This design comes from an exercise in tuning for small area, a short achievable clock period and few clock cycles per item on the open sky130 flow, not from production work. Function was checked by simulation only, so behaviour that the tests miss may differ from the original. Power and IR drop assume default switching activity.

--- design/flow/config.mk ---
export PLATFORM = sky130hd
export DESIGN_NAME = cavlc_count_top
export DESIGN_NICKNAME = cavlc_count_top
export VERILOG_FILES = /design/flow/design.v
export SDC_FILE = /design/flow/constraint.sdc
export NUM_CORES = 4
export LEC_CHECK = 0
export CAP_MARGIN = 20
export CORE_MARGIN = 2
export CORE_UTILIZATION = 35
export PLACE_DENSITY = 0.5
export SETUP_SLACK_MARGIN = 1.5
export SLEW_MARGIN = 20
--- design/flow/constraint.sdc ---
create_clock -name core_clock -period 5.0 [get_ports {clk}]
set_input_delay 1.0000 -clock core_clock [delete_from_list [all_inputs] [get_ports {clk}]]
set_output_delay 1.0000 -clock core_clock [all_outputs]
set_load 0.01 [all_outputs]
--- design/flow/design.v ---
package cavlc_pkg;
    typedef logic signed [7:0] coeff_t;
    typedef struct packed {
        coeff_t [16-1:0] coeffs;
        logic [10-1:0]        topleft_x;
        logic [10-1:0]        topleft_y;
        logic                           enc_slice_header;
        logic                           enc_mb_header;
    } blk_req_t;
    typedef struct packed {
        logic [5-1:0]             total_coeff;
        logic [5-1:0]             total_zeros;
        logic [1:0]                          trailing_ones;
        logic [2:0]                          t1_signs;
        logic [5-1:0]             level_cnt;
        coeff_t [16-1:0]      levels;
        logic [5-1:0]             run_cnt;
        logic [16-1:0][3:0]   runs;
        logic [10-1:0]             topleft_x;
        logic [10-1:0]             topleft_y;
        logic                                enc_slice_header;
        logic                                enc_mb_header;
    } cavlc_stats_t;
endpackage
module cavlc_skid #(
    parameter int W = 1
) (
    input  logic     clk,
    input  logic     rst,
    input  logic     in_valid_i,
    input  logic [W-1:0] in_data_i,
    output logic     in_ready_o,
    output logic     out_valid_o,
    output logic [W-1:0] out_data_o,
    input  logic     out_ready_i
);
    logic     main_valid_q;
    logic     spare_valid_q;
    logic [W-1:0] main_data_q;
    logic [W-1:0] spare_data_q;
    logic     main_free;
    assign main_free = out_ready_i || !main_valid_q;
    always_ff @(posedge clk) begin
        if (rst) begin
            main_valid_q  <= 1'b0;
            spare_valid_q <= 1'b0;
        end else if (main_free) begin
            main_valid_q  <= spare_valid_q || in_valid_i;
            spare_valid_q <= 1'b0;
        end else if (in_valid_i && !spare_valid_q) begin
            spare_valid_q <= 1'b1;
        end
    end
    always_ff @(posedge clk) begin
        if (main_free) begin
            main_data_q <= spare_valid_q ? spare_data_q : in_data_i;
        end
        if (!spare_valid_q) begin
            spare_data_q <= in_data_i;
        end
    end
    assign in_ready_o  = !spare_valid_q;
    assign out_valid_o = main_valid_q;
    assign out_data_o  = main_data_q;
endmodule
module cavlc_pre (
    input  logic [150-1:0] blk_i,
    output logic [239:0]            st_o
);
    function automatic logic [2:0] th2bin7(input logic [6:0] t);
        th2bin7[0] = (t[0] & ~t[1]) | (t[2] & ~t[3]) | (t[4] & ~t[5]) | t[6];
        th2bin7[1] = (t[1] & ~t[3]) | t[5];
        th2bin7[2] = t[3];
    endfunction
    function automatic logic [4:0] th2bin16(input logic [15:0] t);
        th2bin16[0] = (t[0] & ~t[1]) | (t[2] & ~t[3]) | (t[4] & ~t[5]) | (t[6] & ~t[7])
                    | (t[8] & ~t[9]) | (t[10] & ~t[11]) | (t[12] & ~t[13]) | (t[14] & ~t[15]);
        th2bin16[1] = (t[1] & ~t[3]) | (t[5] & ~t[7]) | (t[9] & ~t[11]) | (t[13] & ~t[15]);
        th2bin16[2] = (t[3] & ~t[7]) | (t[11] & ~t[15]);
        th2bin16[3] = t[7] & ~t[15];
        th2bin16[4] = t[15];
    endfunction
    function automatic logic [3:0] thm2(input logic [1:0] a, input logic [1:0] b);
        thm2[0] = a[0] | b[0];
        thm2[1] = (a[0] & b[0]) | a[1] | b[1];
        thm2[2] = (a[1] & b[0]) | (a[0] & b[1]);
        thm2[3] = a[1] & b[1];
    endfunction
    function automatic logic [7:0] thm4(input logic [3:0] a, input logic [3:0] b);
        for (int k = 1; k <= 8; k++) begin
            thm4[k-1] = 1'b0;
            for (int i = 0; i <= 4; i++) begin
                if (k - i >= 0 && k - i <= 4)
                    thm4[k-1] = thm4[k-1] | ((i == 0 ? 1'b1 : a[i-1]) & (k - i == 0 ? 1'b1 : b[k-i-1]));
            end
        end
    endfunction
    function automatic logic [15:0] thm8(input logic [7:0] a, input logic [7:0] b);
        for (int k = 1; k <= 16; k++) begin
            thm8[k-1] = 1'b0;
            for (int i = 0; i <= 8; i++) begin
                if (k - i >= 0 && k - i <= 8)
                    thm8[k-1] = thm8[k-1] | ((i == 0 ? 1'b1 : a[i-1]) & (k - i == 0 ? 1'b1 : b[k-i-1]));
            end
        end
    endfunction
    function automatic logic [7:0] th8(input logic [7:0] x);
        th8 = thm4(thm2({x[0] & x[1], x[0] | x[1]}, {x[2] & x[3], x[2] | x[3]}),
                   thm2({x[4] & x[5], x[4] | x[5]}, {x[6] & x[7], x[6] | x[7]}));
    endfunction
    logic [127:0] r;
    logic [15:0]  nz;
    logic [15:0]  one;      
    logic [15:0]  big;      
    logic [15:0]  sn;
    always_comb begin
        for (int m = 0; m < 16; m++) begin
            r[m*8 +: 8] = blk_i[22 + 8*(15-m) +: 8];
            nz[m]       = |r[m*8 +: 8];
            one[m]      = (r[m*8 +: 8] == 8'h01) || (r[m*8 +: 8] == 8'hff);
            big[m]      = nz[m] & ~one[m];
            sn[m]       = r[m*8 + 7];
        end
    end
    logic [15:0] seen;      
    logic [15:0] bb;        
    logic [15:0] a1;        
    logic [15:0] a2;        
    logic [15:0] a3;        
    always_comb begin
        for (int m = 0; m < 16; m++) begin
            seen[m] = 1'b0;
            bb[m]   = 1'b0;
            a1[m]   = 1'b0;
            for (int i = 0; i < m; i++) begin
                seen[m] = seen[m] | nz[i];
                bb[m]   = bb[m] | big[i];
                a1[m]   = a1[m] | one[i];
            end
        end
        for (int m = 0; m < 16; m++) begin
            a2[m] = 1'b0;
            for (int i = 0; i < m; i++) a2[m] = a2[m] | (one[i] & a1[i]);
        end
        for (int m = 0; m < 16; m++) begin
            a3[m] = 1'b0;
            for (int i = 0; i < m; i++) a3[m] = a3[m] | (one[i] & a2[i]);
        end
    end
    logic [2:0] ge;         
    logic [2:0] t1s;
    logic [3:0] t1h;
    always_comb begin
        ge  = 3'd0;
        t1s = 3'd0;
        for (int m = 0; m < 16; m++) begin
            ge[0]  = ge[0]  | (one[m] & ~bb[m]);
            ge[1]  = ge[1]  | (one[m] & ~bb[m] & a1[m]);
            ge[2]  = ge[2]  | (one[m] & ~bb[m] & a2[m]);
            t1s[0] = t1s[0] | (one[m] & ~seen[m] & sn[m]);
            t1s[1] = t1s[1] | (one[m] & ~bb[m] & a1[m] & ~a2[m] & sn[m]);
            t1s[2] = t1s[2] | (one[m] & ~bb[m] & a2[m] & ~a3[m] & sn[m]);
        end
        t1h[0] = ~ge[0];
        t1h[1] = ge[0] & ~ge[1];
        t1h[2] = ge[1] & ~ge[2];
        t1h[3] = ge[2];
    end
    logic [63:0]  rb;
    logic [255:0] hh;
    always_comb begin
        for (int m = 0; m < 16; m++) begin
            rb[m*4 +: 4] = 4'd0;
            hh[m*16 +: 16] = 16'd0;
            for (int k = 1; k <= m; k++) begin
                hh[m*16 + k] = nz[m-k];
                for (int j = m-k+1; j < m; j++) hh[m*16 + k] = hh[m*16 + k] & ~nz[j];
                rb[m*4 +: 4] = rb[m*4 +: 4] | ({4{hh[m*16 + k]}} & 4'(k - 1));
            end
        end
    end
    logic [55:0] nt0;
    logic [55:0] nt1;
    logic [95:0] h0_out;
    logic [95:0] h1_out;
    logic [11:0] pay0 [8];
    logic [11:0] pay1 [8];
    always_comb begin
        for (int p = 0; p < 8; p++) begin
            nt0[p*7 +: 7] = 7'd0;
            nt1[p*7 +: 7] = 7'd0;
            for (int i = 0; i < p; i++) begin
                nt0[p*7 +: 7] = nt0[p*7 +: 7] | ({nt0[p*7 +: 6], 1'b1} & {7{nz[i]}});
                nt1[p*7 +: 7] = nt1[p*7 +: 7] | ({nt1[p*7 +: 6], 1'b1} & {7{nz[8+i]}});
            end
            pay0[p] = {nz[p] ? rb[p*4 +: 4] : 4'd0, r[p*8 +: 8]};
            pay1[p] = {nz[8+p] ? rb[(8+p)*4 +: 4] : 4'd0, r[(8+p)*8 +: 8]};
        end
        h0_out = '0;
        h1_out = '0;
        for (int i = 0; i < 8; i++) begin
            for (int p = i; p < 8; p++) begin
                if ((i == 0 || nt0[p*7 + i - 1]) && (i == 7 || !nt0[p*7 + i]) && nz[p])
                    h0_out[i*12 +: 12] = h0_out[i*12 +: 12] | pay0[p];
                if ((i == 0 || nt1[p*7 + i - 1]) && (i == 7 || !nt1[p*7 + i]) && nz[8+p])
                    h1_out[i*12 +: 12] = h1_out[i*12 +: 12] | pay1[p];
            end
        end
    end
    logic [7:0]  n0t, n1t;
    logic [15:0] tct;
    logic [8:0]  n0h;
    logic [11:0] dh;
    logic [4:0]  tc;
    logic [3:0]  m0;       
    always_comb begin
        n0t = th8(nz[7:0]);
        n1t = th8(nz[15:8]);
        tct = thm8(n0t, n1t);
        tc  = th2bin16(tct);
        n0h[0] = ~n0t[0];
        for (int k = 1; k < 8; k++) n0h[k] = n0t[k-1] & ~n0t[k];
        n0h[8] = n0t[7];
        for (int d = -3; d <= 8; d++) begin
            dh[d+3] = 1'b0;
            for (int t = 0; t < 4; t++) begin
                if (d + t >= 0 && d + t <= 8) dh[d+3] = dh[d+3] | (t1h[t] & n0h[d+t]);
            end
        end
        m0 = 4'd0;
        for (int m = 1; m < 16; m++) begin
            if (nz[m] && !seen[m]) m0 = m0 | 4'(m);
        end
    end
    always_comb begin
        st_o[21:0] = blk_i[21:0];
        for (int i = 0; i < 8; i++) begin
            st_o[22 + 8*i +: 8] = h0_out[i*12 +: 8];
            st_o[86 + 8*i +: 8] = h1_out[i*12 +: 8];
            st_o[171 + 4*i +: 4] = h1_out[i*12 + 8 +: 4];
        end
        for (int i = 1; i < 8; i++) st_o[150 + 3*(i-1) +: 3] = h0_out[i*12 + 8 +: 3];
        st_o[206:203] = t1h;
        st_o[218:207] = dh;
        st_o[227:219] = n0h;
        st_o[230:228] = t1s;
        st_o[235:231] = tc;
        st_o[239:236] = m0;
    end
endmodule
module cavlc_post (
    input  logic [239:0]             st_i,
    output logic [239-1:0] stat_o
);
    logic [63:0] g0;
    logic [63:0] g1;
    logic [31:0] q0;       
    logic [31:0] q1;
    logic [3:0]  t1h;
    logic [11:0] dh;
    logic [8:0]  n0h;
    logic [2:0]  t1s;
    logic [4:0]  tc;
    logic [3:0]  m0;
    logic [4:0]  tz;
    logic [1:0]  t1;
    logic [4:0]  lc;
    logic [4:0]  rc;
    always_comb begin
        g0  = st_i[85:22];
        g1  = st_i[149:86];
        q0  = '0;
        for (int i = 1; i < 8; i++) q0[4*i +: 4] = {1'b0, st_i[150 + 3*(i-1) +: 3]};
        q1  = st_i[202:171];
        t1h = st_i[206:203];
        dh  = st_i[218:207];
        n0h = st_i[227:219];
        t1s = st_i[230:228];
        tc  = st_i[235:231];
        m0  = st_i[239:236];
    end
    assign t1 = {t1h[2] | t1h[3], t1h[1] | t1h[3]};
    assign lc = tc - {3'd0, t1};
    assign rc = (tc == 5'd0) ? 5'd0 : tc - 5'd1;
    assign tz = (tc == 5'd0) ? 5'd0 : 5'd16 - {1'b0, m0} - tc;
    logic [127:0] lv;
    logic [63:0]  rn;
    always_comb begin
        lv = '0;
        for (int j = 0; j < 16; j++) begin
            for (int t = 0; t < 4; t++) begin
                if (j + t <= 7) lv[8*j +: 8] = lv[8*j +: 8] | ({8{t1h[t]}} & g0[8*(j+t) +: 8]);
            end
            for (int d = -3; d <= 8; d++) begin
                if (j - d >= 0 && j - d <= 7) lv[8*j +: 8] = lv[8*j +: 8] | ({8{dh[d+3]}} & g1[8*(j-d) +: 8]);
            end
        end
        rn = '0;
        for (int k = 0; k < 15; k++) begin
            if (k + 1 <= 7) rn[4*k +: 4] = q0[4*(k+1) +: 4];
            for (int n = 0; n <= 8; n++) begin
                if (k + 1 - n >= 0 && k + 1 - n <= 7) rn[4*k +: 4] = rn[4*k +: 4] | ({4{n0h[n]}} & q1[4*(k+1-n) +: 4]);
            end
        end
    end
    always_comb begin
        stat_o          = '0;
        stat_o[238:234] = tc;
        stat_o[233:229] = tz;
        stat_o[228:227] = t1;
        stat_o[226:224] = t1s;
        stat_o[223:219] = lc;
        stat_o[218:91]  = lv;
        stat_o[90:86]   = rc;
        stat_o[85:22]   = rn;
        stat_o[21:0]    = st_i[21:0];
    end
endmodule
module cavlc_pack #(
    parameter int N  = 16,
    parameter int W  = 8,
    parameter int SW = 4
) (
    input  logic [N*W-1:0]  data_i,
    input  logic [N*SW-1:0] shift_i,
    output logic [N*W-1:0]  data_o
);
    logic [(SW+1)*N*W-1:0]  d;
    logic [(SW+1)*N*SW-1:0] s;
    assign d[N*W-1:0]  = data_i;
    assign s[N*SW-1:0] = shift_i;
    for (genvar b = 0; b < SW; b++) begin : g_stage
        for (genvar p = 0; p < N; p++) begin : g_pos
            logic stay;
            assign stay = ~s[b*N*SW + p*SW + b];
            if (p + (1 << b) < N) begin : g_in
                logic move;
                assign move = s[b*N*SW + (p + (1 << b))*SW + b];
                assign d[(b+1)*N*W + p*W +: W] =
                    ({W{stay}} & d[b*N*W + p*W +: W]) |
                    ({W{move}} & d[b*N*W + (p + (1 << b))*W +: W]);
                assign s[(b+1)*N*SW + p*SW +: SW] =
                    ({SW{stay}} & s[b*N*SW + p*SW +: SW]) |
                    ({SW{move}} & s[b*N*SW + (p + (1 << b))*SW +: SW]);
            end else begin : g_top
                assign d[(b+1)*N*W + p*W +: W]    = {W{stay}} & d[b*N*W + p*W +: W];
                assign s[(b+1)*N*SW + p*SW +: SW] = {SW{stay}} & s[b*N*SW + p*SW +: SW];
            end
        end
    end
    assign data_o = d[SW*N*W +: N*W];
endmodule
module cavlc_count_top (
    input  logic                    clk,
    input  logic                    rst,
    input  logic                    blk_valid_i,
    input  logic [150-1:0] blk_i,
    output logic                    blk_ready_o,
    output logic                    stat_valid_o,
    output logic [239-1:0] stat_o,
    input  logic                    stat_ready_i
);
    logic         valid_q;
    logic [239:0] st_d;
    logic [239:0] st_q;
    assign blk_ready_o  = !valid_q || stat_ready_i;
    assign stat_valid_o = valid_q;
    always_ff @(posedge clk) begin
        if (rst) begin
            valid_q <= 1'b0;
        end else if (blk_ready_o) begin
            valid_q <= blk_valid_i;
        end
    end
    always_ff @(posedge clk) begin
        if (blk_ready_o) begin
            st_q <= st_d;
        end
    end
    cavlc_pre  u_pre  (.blk_i(blk_i), .st_o(st_d));
    cavlc_post u_post (.st_i(st_q), .stat_o(stat_o));
endmodule
--- design/flow/run.sh ---
#!/bin/bash
# synth_recipe.tcl (not shown) runs the flow's synth.tcl, then flattens the netlist and writes it again
# the make line also repeats each setting of config.mk as NAME=value (left out here)
make -C /OpenROAD-flow-scripts/flow DESIGN_CONFIG=/design/flow/config.mk WORK_HOME=/design/flow/orfs CLKGATE_MAP_FILE= SYNTH_SCRIPT=/design/flow/synth_recipe.tcl finish
==> out/qor.yml, run 1 <==
critPathCaptureType: "flop"
routed_wl_um: 145000
post-route-period-util: 0.855
fmax_ghz: 0.234
synth_edf_count: 240
fin_nets: 3957
reg2reg_slack_ns: 3.12
final_antenna_net_count: 0
clock_sinks: 241
clockRootBuffer: "clkbuf_16"
regToRegStartpoint: "valid_q"
post-place-ws_ns: -0.593
initial_core_util: 0.353
async_reset_ff_frac: 0
synthFlopType: "edfxtp_1"
syn-cell-area_um2: 23700
cts_buffers: 30
drtPass1Iterations: 12
relSlewSlack: 0.312
power_frac_comb: 0.277
die_w_um: 264
dp_hpwl_um: 106000
min_from: "valid_q"
htreeDepth: 1
grt-busiest-layer: "met2"
p_int_mw: 4.74
path_max_fanout: 4
path_class: "in2reg"
power.density_nw_per_um2: 185
place_congestion: 1.07
fin_util: 0.569
clk_path_buf_depth: 3
hold_path.class: "reg2reg"
r2r-end: "st_q[229]"
hold_buffers: 0
grt_overflow_total: 0
vias: 32500
grt_util_met1: 0.525
grt_pass1_vias: 29900
postSynthCellCount: 2953
vdd_drop_max_uv: 286
post-route-drc-count: 0
outcome: "timing/DRC/antenna clean"
worstSkewPairLatency_ns: 0.60
worst_hold_slack_ns: 0.813
ys_warn_count: 9
drt-initial-drc-count: 6544
setup_viol: 0
synth_seq_cells: 241
portBuffers: 390
grt_max_degree: 164
reg2reg_depth: 2
core_area_um2: 67000
io_pins: 395
min_path_cells: 1
tightest_slew_ns: 1.03
seq_power_share: 0.379
critPathLaunchType: "primary input"
path_clk_slew_ns: 0.06
viasPerCell: 6.93
drv_cap: 0
finalPower_mw: 7.05
switching_share: 0.328
final_cell_mix: "buf_4 (612), a22oi_1 (318), clkdlybuf4s50_1 (249)"
skew_ns: 0.0188
routedWlPerCell_um: 31.0
die_area_um2: 69700
drive_above_1_share: 0.358
syn_to_final_growth_pct: 61.2
grtUsageMet2: 0.593
min_period_ns: 4.27
switching_power_mw: 2.31
dp.cells: 4413
layoutNonFillerInstCount: 4683
slew_viol_final: 0
ys_seq_area_frac: 0.305
grt_pass1_wl_um: 207000
final_common_cell: "buf_4"
arrival_ns: 4.63
fin_ws_ns: 0.727
hold_viol: 0
synth.distinct_cells: 77
die_h_um: 264
use_met3: 0.0858
track_usage: 0.389
power.leakage_nw: 15.0
antenna_found_initial: 11
rsz0062_at_grt: "yes"
holdPathEnd: "st_q[5]"
cts_tree: "built"
worst-endpoint-required_ns: 5.35
clock_power_share: 0.344
syn_avg_cell_area_um2: 8.01
rows: 95
worst max path at each step:
stage	startpoint	to	slack [ns]	cells after the start
floorplan	blk_i[147]	st_q[210]	0.42	10
global placement	blk_i[147]	st_q[232]	-0.52	17
detailed placement	blk_i[115]	st_q[210]	-0.59	14
CTS	blk_i[148]	st_q[210]	0.71	14
global route	blk_i[148]	st_q[210]	0.72	14
finish	blk_i[148]	st_q[214]	0.73	14
per-layer routing:
layer | wire length [µm] | vias to the layer above
met5 | 89 | -
met4 | 9010 | 12
met3 | 16700 | 547
met2 | 63000 | 2689
met1 | 56200 | 15600
li1 | - | 13600
stage by stage:
step                area (µm²)  TNS [ns]
global route             38200         0
finish                   38200         0
detailed placement       32000    -12.03
CTS                      35700         0
floorplan                24200         0
global placement         32000    -10.54
synthesized netlist by cell type, types with 18 or more instances:
library cell | instances | area [µm²]
a21o_1 | 23 | 173
a21oi_1 | 158 | 791
a221o_1 | 49 | 490
a221oi_1 | 102 | 893
a222oi_1 | 164 | 1640
a22o_1 | 114 | 998
a22oi_1 | 337 | 2530
and2_1 | 35 | 219
and3_1 | 46 | 288
buf_1 | 53 | 199
buf_4 | 34 | 255
clkbuf_1 | 317 | 1190
edfxtp_1 | 240 | 7210
ha_1 | 18 | 225
inv_1 | 88 | 330
nand2_1 | 289 | 1080
nand3_1 | 155 | 776
nand4_1 | 68 | 425
nor2_1 | 164 | 616
nor3_1 | 80 | 400
nor4_1 | 24 | 150
o21a_1 | 18 | 135
o21ai_0 | 117 | 586
o221ai_1 | 22 | 193
o22ai_1 | 19 | 119
worst max-delay path, stage by stage:
cell	delay (ns)
buf_6	0.09
or4_4	0.52
or4_4	0.45
a222oi_1	0.30
buf_4	0.21
nand4_4	0.16
or4_4	0.53
or3_4	0.38
nand4_1	0.16
nor4b_4	0.10
buf_6	0.16
buf_8	0.13
buf_4	0.14
a311o_1	0.27
repair_timing:
| action | CTS | global route |
|---|---|---|
| pin swaps | 140 | 189 |
| setup buffers | 123 | 81 |
| gates cloned | 3 | 4 |
| setup endpoints to repair | 361 | 268 |
| resized for setup | 520 | 483 |
registers in the layout (all words and copies together), names as in the netlist:
signal,cells
st_q,240
valid_q,1
power groups by stage:
stage                     clock, mW  sequential [mW]  combinational, mW
after floorplan                   0             2.47              0.929
after global placement            0             2.71               1.74
after detailed placement          0             2.72               1.75
after CTS                      2.44             2.65               1.83
after global routing           2.52             2.68               2.04
final                          2.42             2.67               1.95
logic make-up (layout without fill, tap and decap cells):
logic type,Yosys count,count (layout),synth area share
buffers and inverters,498,1329,0.0847
AO/OA/AOI/OAI,1243,1243,0.401
AND/OR/NAND/NOR,922,923,0.186
other,1,26,0.000158
flip-flops,241,241,0.305
multiplexers,4,4,0.00180
adder cells (fa/ha/maj),25,25,0.0133
XOR/XNOR,19,19,0.00703
cell type report:
type	instances	area, µm²
Antenna cell	3	7.51
Clock buffer	34	766
Clock inverter	22	325
Fill cell	5912	28900
Inverter	88	348
Multi-Input combinational cell	2237	17500
Sequential cell	241	7230
Tap cell	873	1090
Timing Repair Buffer	1185	10900
Testbench counts, summed over its fixed seeds: cycles 2,056, blocks 2,048.
==> inputs of run 2 (changes only) <==
==> design/flow/flow/run.sh (new file) <==
#!/bin/bash
# Own layout flow:
#   1. the standard synthesis (standard.sh synth), unchanged;
#   2. its combinational logic mapped again by ABC for delay, with every
#      register instance kept as it is (same names and cells);
#   3. the standard layout of that netlist, with plain buf_2 port
#      buffers in place of the delay cells buffer_ports picks by default.
# Each tool's full output goes to a log_*.txt file in the work folder.
set -euo pipefail
WORK=$(pwd)
RES=$WORK/orfs/results/$FLOW_PLATFORM/cavlc_count_top/base

bash standard.sh synth > "$WORK/log_1_synth.txt" 2>&1
cp "$RES/1_2_yosys.v" "$WORK/synth_standard.v"

LIB=$FLOW_HOME/platforms/$FLOW_PLATFORM/lib/sky130_fd_sc_hd__tt_025C_1v80.lib
DONT_USE=$(grep -o 'cell ("sky130_fd_sc_hd__\(lpflow\|probe\)[a-z0-9_]*")' "$LIB" \
    | sed 's/cell ("\(.*\)")/-dont_use \1/' | tr '\n' ' ')
sed -e "s#@LIB@#$LIB#g" -e "s#@DONT_USE@#$DONT_USE#" -e "s#@IN@#$WORK/synth_standard.v#" \
    -e "s#@OUT@#$WORK/remap.v#" "$WORK/flow/remap.ys" > "$WORK/remap.ys"
yosys -q -l "$WORK/log_2_remap.txt" "$WORK/remap.ys" > /dev/null 2>&1

cp "$WORK/remap.v" "$RES/1_2_yosys.v"
rm -f "$RES/1_synth.odb" "$RES/1_synth.sdc"
bash standard.sh "BUFFER_PORTS_ARGS=-buffer_cell sky130_fd_sc_hd__buf_2" finish > "$WORK/log_3_layout.txt" 2>&1
==> design/flow/flow/remap.ys (new file) <==
# Map the standard synthesis's combinational logic again, for delay.
# Registers and tie cells stay black boxes, so they pass through untouched.
read_liberty -ignore_miss_func @LIB@
blackbox sky130_fd_sc_hd__edfxtp_1 sky130_fd_sc_hd__dfxtp_1 sky130_fd_sc_hd__conb_1
read_verilog @IN@
hierarchy -top cavlc_count_top
flatten
rename -hide w:*.*
opt -fast
abc -liberty @LIB@ @DONT_USE@ -D 1500 -script +strash;dch;map,-D,1500;topo;stime,-c;buffer,-c;upsize,-c,-D,1500;dnsize,-c,-D,1500
opt_clean -purge
splitnets
hilomap -singleton -hicell sky130_fd_sc_hd__conb_1 HI -locell sky130_fd_sc_hd__conb_1 LO
insbuf -buf sky130_fd_sc_hd__buf_4 A X
opt_clean -purge
stat -liberty @LIB@
write_verilog -noattr -noexpr -nohex -nodec @OUT@
==> design/flow/standard.sh (new file) <==
#!/bin/bash
# synth_recipe.tcl (not shown) runs the flow's synth.tcl, then flattens the netlist and writes it again
# the make line also repeats each setting of config.mk as NAME=value (left out here)
make -C /OpenROAD-flow-scripts/flow DESIGN_CONFIG=/design/flow/config.mk WORK_HOME=/design/flow/orfs CLKGATE_MAP_FILE= SYNTH_SCRIPT=/design/flow/synth_recipe.tcl "${@:-finish}"
removed: design/flow/run.sh
==> run 2 against run 1 <==
Net effect: cell area is 22% lower; routed wire length is 6.5% higher; critical path depth is 6 lower; still clean; maximum frequency is 17% higher; global-route usage is 4.4 points higher; die area is 2.8% lower; critical endpoint is now stat_o[100]; worst hold slack worse by 0.23 ns; final cell count is 4.0% lower; first-iteration DRC count is 1.3% lower.
==> out/qor.yml, run 2 <==
min_path_cells: 1
clockRootBuffer: "clkbuf_16"
dp_hpwl_um: 117000
tightest_slew_ns: 0.954
power_frac_comb: 0.282
worstSkewPairLatency_ns: 0.60
drtPass1Iterations: 10
fin_nets: 3766
setup-tns-final_ns: 0
vdd_drop_max_uv: 341
final_area_um2: 29900
hold_buffers: 0
setup_viol: 0
switching_power_mw: 2.43
grt_pass1_vias: 29800
slowest_delay_ns: 0.43
hold_viol: 0
outcome: "timing/DRC/antenna clean"
crit_family: "buffers and inverters"
path_cells: "buf_4, buf_6, inv_2, buf_8, o22ai_1, a21oi_1, o2111ai_1, buf_2"
htreeDepth: 1
crit_slowest_cell: "edfxtp_1"
postSynthCellCount: 3034
seq_power_share: 0.401
p_int_mw: 4.11
syn_to_final_growth_pct: 30.0
drive_above_1_share: 0.283
ys_warn_count: 9
crit_buf_inv: 5
final_cell_mix: "buf_2 (384), inv_1 (308), o22ai_1 (307)"
drv_cap: 0
power.leakage_nw: 11.7
die_h_um: 260
min_period_ns: 3.66
fmax_ghz: 0.273
vias: 32400
place_congestion: 1.10
fillCellCount: 6596
track_usage: 0.432
crit_cells: 8
cts_tree: "built"
drt-initial-drc-count: 6459
routed_wl_um: 154000
viasPerCell: 7.20
grt_max_degree: 149
routedWlPerCell_um: 34.3
final_antenna_net_count: 0
grt_pass1_wl_um: 217000
path_clk_slew_ns: 0.06
rsz0062_at_grt: "yes"
placed_cell_area_um2: 26700
reg2reg_depth: 2
clock_sinks: 241
io_pins: 395
hold_path.class: "in2reg"
largest_reg_flops: 240
fin_util: 0.462
final_common_cell: "buf_2"
slew_viol_final: 0
path_max_fanout: 19
core_area_um2: 64700
post-route-period-util: 0.733
clock_power_share: 0.317
path_class: "reg2out"
critPathCaptureType: "primary output"
switching_share: 0.372
top_regs: "st_q x240, valid_q x1"
skew_ns: 0.0248
die_w_um: 260
rows: 93
relSlewSlack: 0.354
initial_core_util: 0.356
post-route-drc-count: 0
syn_avg_cell_area_um2: 7.58
cts_buffers: 29
clk_path_buf_depth: 3
worst-endpoint-required_ns: 4.00
critPathLaunchType: "flop"
top_register: "st_q"
power.density_nw_per_um2: 219
portBuffers: 390
antenna_found_initial: 13
syn-cell-area_um2: 23000
grt_overflow_total: 0
arrival_ns: 2.66
die_area_um2: 67800
[run 2: worst paths after layout]
kind                                 from     endpoint  slack [ns]
worst max-delay path            st_q[206]  stat_o[100]        1.34
worst min register to register    valid_q    st_q[201]        1.07
worst min-delay path             blk_i[0]      st_q[0]        0.58
worst max register to register    valid_q    st_q[108]        3.34
[run 2: through the flow]
stage,hold WS (ns),std cells,power [mW],setup slack [ns]
5_1_grt,0.572,4490,6.69,1.36
2_1_floorplan,1.07,3057,3.36,1.67
3_3_place_gp,1.09,4329,4.27,0.0584
3_5_place_dp,1.10,4329,4.27,0.0996
4_1_cts,0.567,4421,6.36,1.43
6_report,0.580,4496,6.54,1.34
[run 2: layout make-up]
class | instances | area, µm² | area share
Multi-Input combinational cell | 2294 | 14900 | 0.498
Sequential cell | 241 | 7230 | 0.242
Timing Repair Buffer | 654 | 4190 | 0.140
Inverter | 390 | 1590 | 0.0532
Tap cell | 855 | 1070 | 0.0358
Clock buffer | 33 | 741 | 0.0248
Clock inverter | 21 | 168 | 0.00561
Antenna cell | 6 | 15.0 | 0.000502
Timing Repair inverter | 2 | 10.0 | 0.000335
[run 2: worst register-to-register path, cell delays in order (launching register included)]
cell and delay, ns:
dfxtp_1 0.36, nand2_8 0.17, buf_12 0.47
[run 2: per-layer routing]
layer | vias up | track usage | routed length (µm)
met5 | - | 0 | 146
met4 | 10 | 0.230 | 11400
met3 | 702 | 0.129 | 21700
met2 | 3185 | 0.641 | 63700
met1 | 15300 | 0.564 | 57500
li1 | 13100 | - | -
[run 2: timing repair]
item | CTS | global route
resized for setup | 121 | 238
cloned | 2 | 4
setup buffers | 36 | 65
setup endpoints to repair | 246 | 186
hold endpoints to repair | 0 | 0
pin swaps | 10 | 38
[run 2: power groups by stage]
stage	logic, mW	registers (mW)	clock network (mW)
after floorplan	0.832	2.53	0
after global placement	1.63	2.64	0
after detailed placement	1.63	2.64	0
after CTS	1.68	2.60	2.09
after global routing	1.92	2.62	2.15
final	1.85	2.62	2.08

## static timing again, ports no longer ideal
In the flow no input, the clock included, has a driving cell. The finished layouts below were timed again as built, in two steps.
Step 1: set_driving_cell puts a clkbuf_16 on clk and a buf_2 on each other input, an assumption about the parent block.
Step 2 adds t to the input delays and takes it off the output delays; t is the mean of the earliest and latest rising clock arrival at the registers after step 1. Input paths then give back, and output paths get back, about the clock's delay inside the block.
a / b / c = no drivers / after step 1 / after step 2; a / b = the first two.
| run | t, ns | setup WS [ns] | worst setup path at the end | cell pins on the clock port's net |
|---|---|---|---|---|
| run 1 | 0.657 | 0.727 / 0.754 / 0.096 | input to register | 1 |
| run 2 | 0.648 | 1.337 / 1.273 / 0.877 | input to register | 1 |
After both steps every run listed still meets setup and hold. For run 1, which loses most, drivers alone change the setup slack by +0.027 ns; drivers and shift together by -0.631 ns.
